Source: an optimization exercise on an open RTL-to-GDS flow (aim: small area, a short achievable clock period and few clock cycles). Production flows keep margins and buffers that such runs may drop. The RTL was checked by simulation tests, not by an equivalence proof against the original design.

== v39 ==
==> flow/design.v (excerpt) <==
module julia_worker (
	input  logic               tb_clk,
	input  logic               rst,
	input  logic               start,
	input  logic [19:0]        pixel,   
	input  logic [43:0]        c,       
	input  logic               mc_busy,
	output logic               ready,
	output logic               done,
	output logic [63:0]        result   
);
	logic        busy;
	logic        load;
	logic        tree_escaped;
	logic        periodic;
	logic [7:0]  count;
	logic [19:0] pix_q;
	logic [13:0] xr, xi, xr0, xi0;
	logic [1:0]  xr_top, xi_top;    
	logic        ovr, ovi;
	logic [15:0] nre, nim;
	logic [14:0] cre, cim, cre0, cim0;
	logic [27:0] z_seen;
	logic        waiting;     
	logic        w_dec;       
	logic        w_black;     
	logic        esc_q;       
	logic        esc_raw;     
	logic        stepped;     
	logic        per_q;       
	logic        res_free;
	logic        sure_esc;
	logic        stop;
	logic        late_stop;   
	logic        pstop;       
	logic        may_take;    
	logic        step;
	logic        transfer;
	logic [19:0] res_index;
	logic [19:0] pix_index;
	logic [7:0]  res_count;
	logic        res_black;
	jw_sure_escape u_sure (
		.xr       (xr),
		.xi       (xi),
		.ovr      (ovr),
		.ovi      (ovi),
		.sure_esc (sure_esc)
	);
	assign esc_q     = esc_raw & stepped;
	assign late_stop = esc_q | pstop;
	assign stop      = late_stop | sure_esc;
	assign step = busy & ~waiting & ~stop;
	jw_control u_control (
		.rst      (rst),
		.start    (start),
		.mc_busy  (mc_busy),
		.busy     (busy),
		.done     (done),
		.may_take (may_take),
		.stop     (stop),
		.ready    (ready),
		.load     (load),
		.res_free (res_free)
	);
	iter_counter u_counter (
		.tb_clk   (tb_clk),
		.load     (load),
		.step     (step),
		.count    (count)
	);
	assign transfer = busy & res_free & (waiting | stop);
	always_ff @(posedge tb_clk) begin
		if (rst) begin
			busy    <= 1'b0;
			waiting <= 1'b0;
			done    <= 1'b0;
			stepped <= 1'b0;
			may_take <= 1'b0;
			per_q   <= 1'b0;
			pstop   <= 1'b0;
		end else begin
			busy    <= load | (busy & ~transfer);
  ...
For scale: about 160 flip-flops.
export LEC_CHECK = 0
export CAP_MARGIN = 60
export CORE_MARGIN = 2
export CORE_UTILIZATION = 40
export SLEW_MARGIN = 60
export SYNTH_HIERARCHICAL = 1
export SYNTH_MINIMUM_KEEP_SIZE = 0
create_clock -name core_clock -period 14.0 [get_ports {tb_clk}]
run.sh (not shown) runs the stock make flow with config.mk's settings and CLKGATE_MAP_FILE= SYNTH_SCRIPT=/design/flow/synth_recipe.tcl, a recipe that flattens the netlist after the stock synthesis.
v39: full flow OK, the timing, DRC and antenna checks passed
Testbench counts of v39, summed over its fixed seeds: cycles 102,903.
### v39 -> v16
# v39
export LEC_CHECK = 0
export CAP_MARGIN = 60
export CORE_MARGIN = 2
export CORE_UTILIZATION = 40
export SLEW_MARGIN = 60
export SYNTH_HIERARCHICAL = 1
export SYNTH_MINIMUM_KEEP_SIZE = 0
create_clock -name core_clock -period 14.0 [get_ports {tb_clk}]
# v16
export LEC_CHECK = 0
export CAP_MARGIN = 65
export CORE_MARGIN = 2
export CORE_UTILIZATION = 40
export SLEW_MARGIN = 65
export SYNTH_HIERARCHICAL = 1
export SYNTH_MINIMUM_KEEP_SIZE = 0
create_clock -name core_clock -period 14.0 [get_ports {tb_clk}]
==> results.txt <==
Delta(worst reg-to-reg path cell count, v16 - v39) < 0. Looking at v39 and v16, the combined flip-flop and latch cell area is a wash. Layout inverter count without the clock tree came out exactly the same in v39 and v16. Number of buffers outside the clock class in the layout delta (v16 -> v39): insignificant. On signed area change from the synthesized netlist to the final layout, v39 tracks v16 almost exactly.
--- input diff v16..v49 ---
# v16
export LEC_CHECK = 0
export CAP_MARGIN = 65
export CORE_MARGIN = 2
export CORE_UTILIZATION = 40
export SLEW_MARGIN = 65
export SYNTH_HIERARCHICAL = 1
export SYNTH_MINIMUM_KEEP_SIZE = 0
create_clock -name core_clock -period 14.0 [get_ports {tb_clk}]
# v49
export LEC_CHECK = 0
export CAP_MARGIN = 55
export CORE_MARGIN = 2
export CORE_UTILIZATION = 40
export SLEW_MARGIN = 55
export SYNTH_HIERARCHICAL = 1
export SYNTH_MINIMUM_KEEP_SIZE = 0
create_clock -name core_clock -period 14.0 [get_ports {tb_clk}]
Findings:
Ratio of final minimum period to clock period: lower on v16. Routed wire in v49 totals less than in v16.

========
Another version of the RTL of julia_worker (not shown whole).
Size in the first run: about 120 flip-flops, ~130 I/O pins, roughly 0.018 mm2 of cells after synthesis.
make LEC_CHECK=0 CAP_MARGIN=70 CORE_MARGIN=2 CORE_UTILIZATION=40 SLEW_MARGIN=70 finish   # period 14.0 ns
Testbench counts at the start, summed over its fixed seeds: cycles 104,985.
Rerun with:
--- a/flow/config.mk
+++ b/flow/config.mk
@@ -6,6 +6,6 @@
 export NUM_CORES = 4
 export LEC_CHECK = 0
-export CAP_MARGIN = 70
+export CAP_MARGIN = 60
 export CORE_MARGIN = 2
 export CORE_UTILIZATION = 40
-export SLEW_MARGIN = 70
+export SLEW_MARGIN = 60
Effect:
- sequential share of layout area is about the same
- synthesized area stays the same
- cell count stays flat
- first-iteration DRC count climbs by 7.7%
- sequential cell count does not change
- design area drops by 0.65%
- die area is unchanged

========
run 1:
julia_worker, a different RTL version from the one above (not shown whole).
Size: roughly 1700 cells after synthesis, roughly 150 flip-flops, ~19000 sq um of cells after synthesis.
make LEC_CHECK=0 CAP_MARGIN=60 CORE_MARGIN=2 CORE_UTILIZATION=50 PLACE_DENSITY=0.7 SLEW_MARGIN=60 SYNTH_HIERARCHICAL=1 SYNTH_MINIMUM_KEEP_SIZE=0 finish   # period 14.0 ns
The flow did not stop early for run 1: all stages ran, and the layout cleared the timing, DRC and antenna checks.
Testbench counts of run 1, summed over its fixed seeds: cycles 102,383.
What run 2 does differently from run 1 at the input level:
- swapping 60 for 75 in CAP_MARGIN
- swapping 60 for 75 in SLEW_MARGIN
- clearing PLACE_DENSITY, which used to be 0.7
- swapping 50 for 40 in CORE_UTILIZATION
==> results.txt <==
From run 1 to run 2 the numbers moved as follows: cell area up about 2.4%, cell depth of the worst setup path up 1. Run 2: all stages complete, timing, DRC and antenna checks passed.
#### Input delta (run 3 over run 2)
- SLEW_MARGIN changed from 75 to 60
- CAP_MARGIN changed from 75 to 60
Notes after the runs:
- Comparing run 3 against run 2, there is no change at all in die footprint.
- Run 3 vs. run 2: final critical-path required period now larger, worst setup slack now smaller, filler-free cell count of the finished design now smaller.
--- input diff run 3..run 4 ---
- swapping 60 for 45 in CAP_MARGIN
- swapping 60 for 45 in SLEW_MARGIN
[summary]
Run 4: done, clean on timing, DRC and antenna
Between run 3 and run 4, the global-route wire length before repair does not differ in any meaningful way.
In the metrics for run 4 and run 3, the one carrying the lower setup slack is run 4.
Run 4: count of vias placed by the detailed router 0.89% below run 3
As of run 4, design area had fallen slightly compared to run 3.
Clock buffer count: run 4 < run 3

[afterwards: timing with drivers on the ports]
How much do the figures lean on ideal ports? The routed layouts below were timed once more, with nothing changed but the port constraints.
Step 1 (the two cells are an assumption about what drives the block):
set clk [get_ports {tb_clk}]
set_driving_cell -lib_cell sky130_fd_sc_hd__clkbuf_16 $clk
set_driving_cell -lib_cell sky130_fd_sc_hd__buf_2 [delete_from_list [all_inputs] $clk]
Step 2 times the ports against the registers' clock, not the clock port: input delays grow and output delays shrink by t, the midpoint of the rising clock arrivals with the driver on.
Slacks: no drivers / after step 1 / after step 2; pairs: no drivers / after step 1.
run	t (ns)	slack for setup (ns)	worst setup path at the end	worst data-port slew with drivers (ns)
v39	0.518	7.922 / 7.865 / 7.959	register to register	0.05
v16	0.522	7.916 / 7.859 / 7.960	register to register	0.06
v49	0.519	7.728 / 7.674 / 7.959	register to register	0.05
the first run of note 2	0.484	7.149 / 7.125 / 7.125	input to output	0.05
the second run of note 2	0.489	7.164 / 7.134 / 7.134	input to output	0.05
run 1	0.505	7.496 / 7.449 / 7.783	register to register	0.05
run 2	0.497	7.665 / 7.617 / 7.893	register to register	0.05
run 3	0.495	7.633 / 7.585 / 7.774	register to register	0.06
run 4	0.493	7.517 / 7.468 / 7.812	register to register	0.06
After both steps every run listed still meets setup and hold. The setup slack of the second run of note 2, which loses most, moves by -0.030 ns with the drivers and by -0.030 ns with both steps.
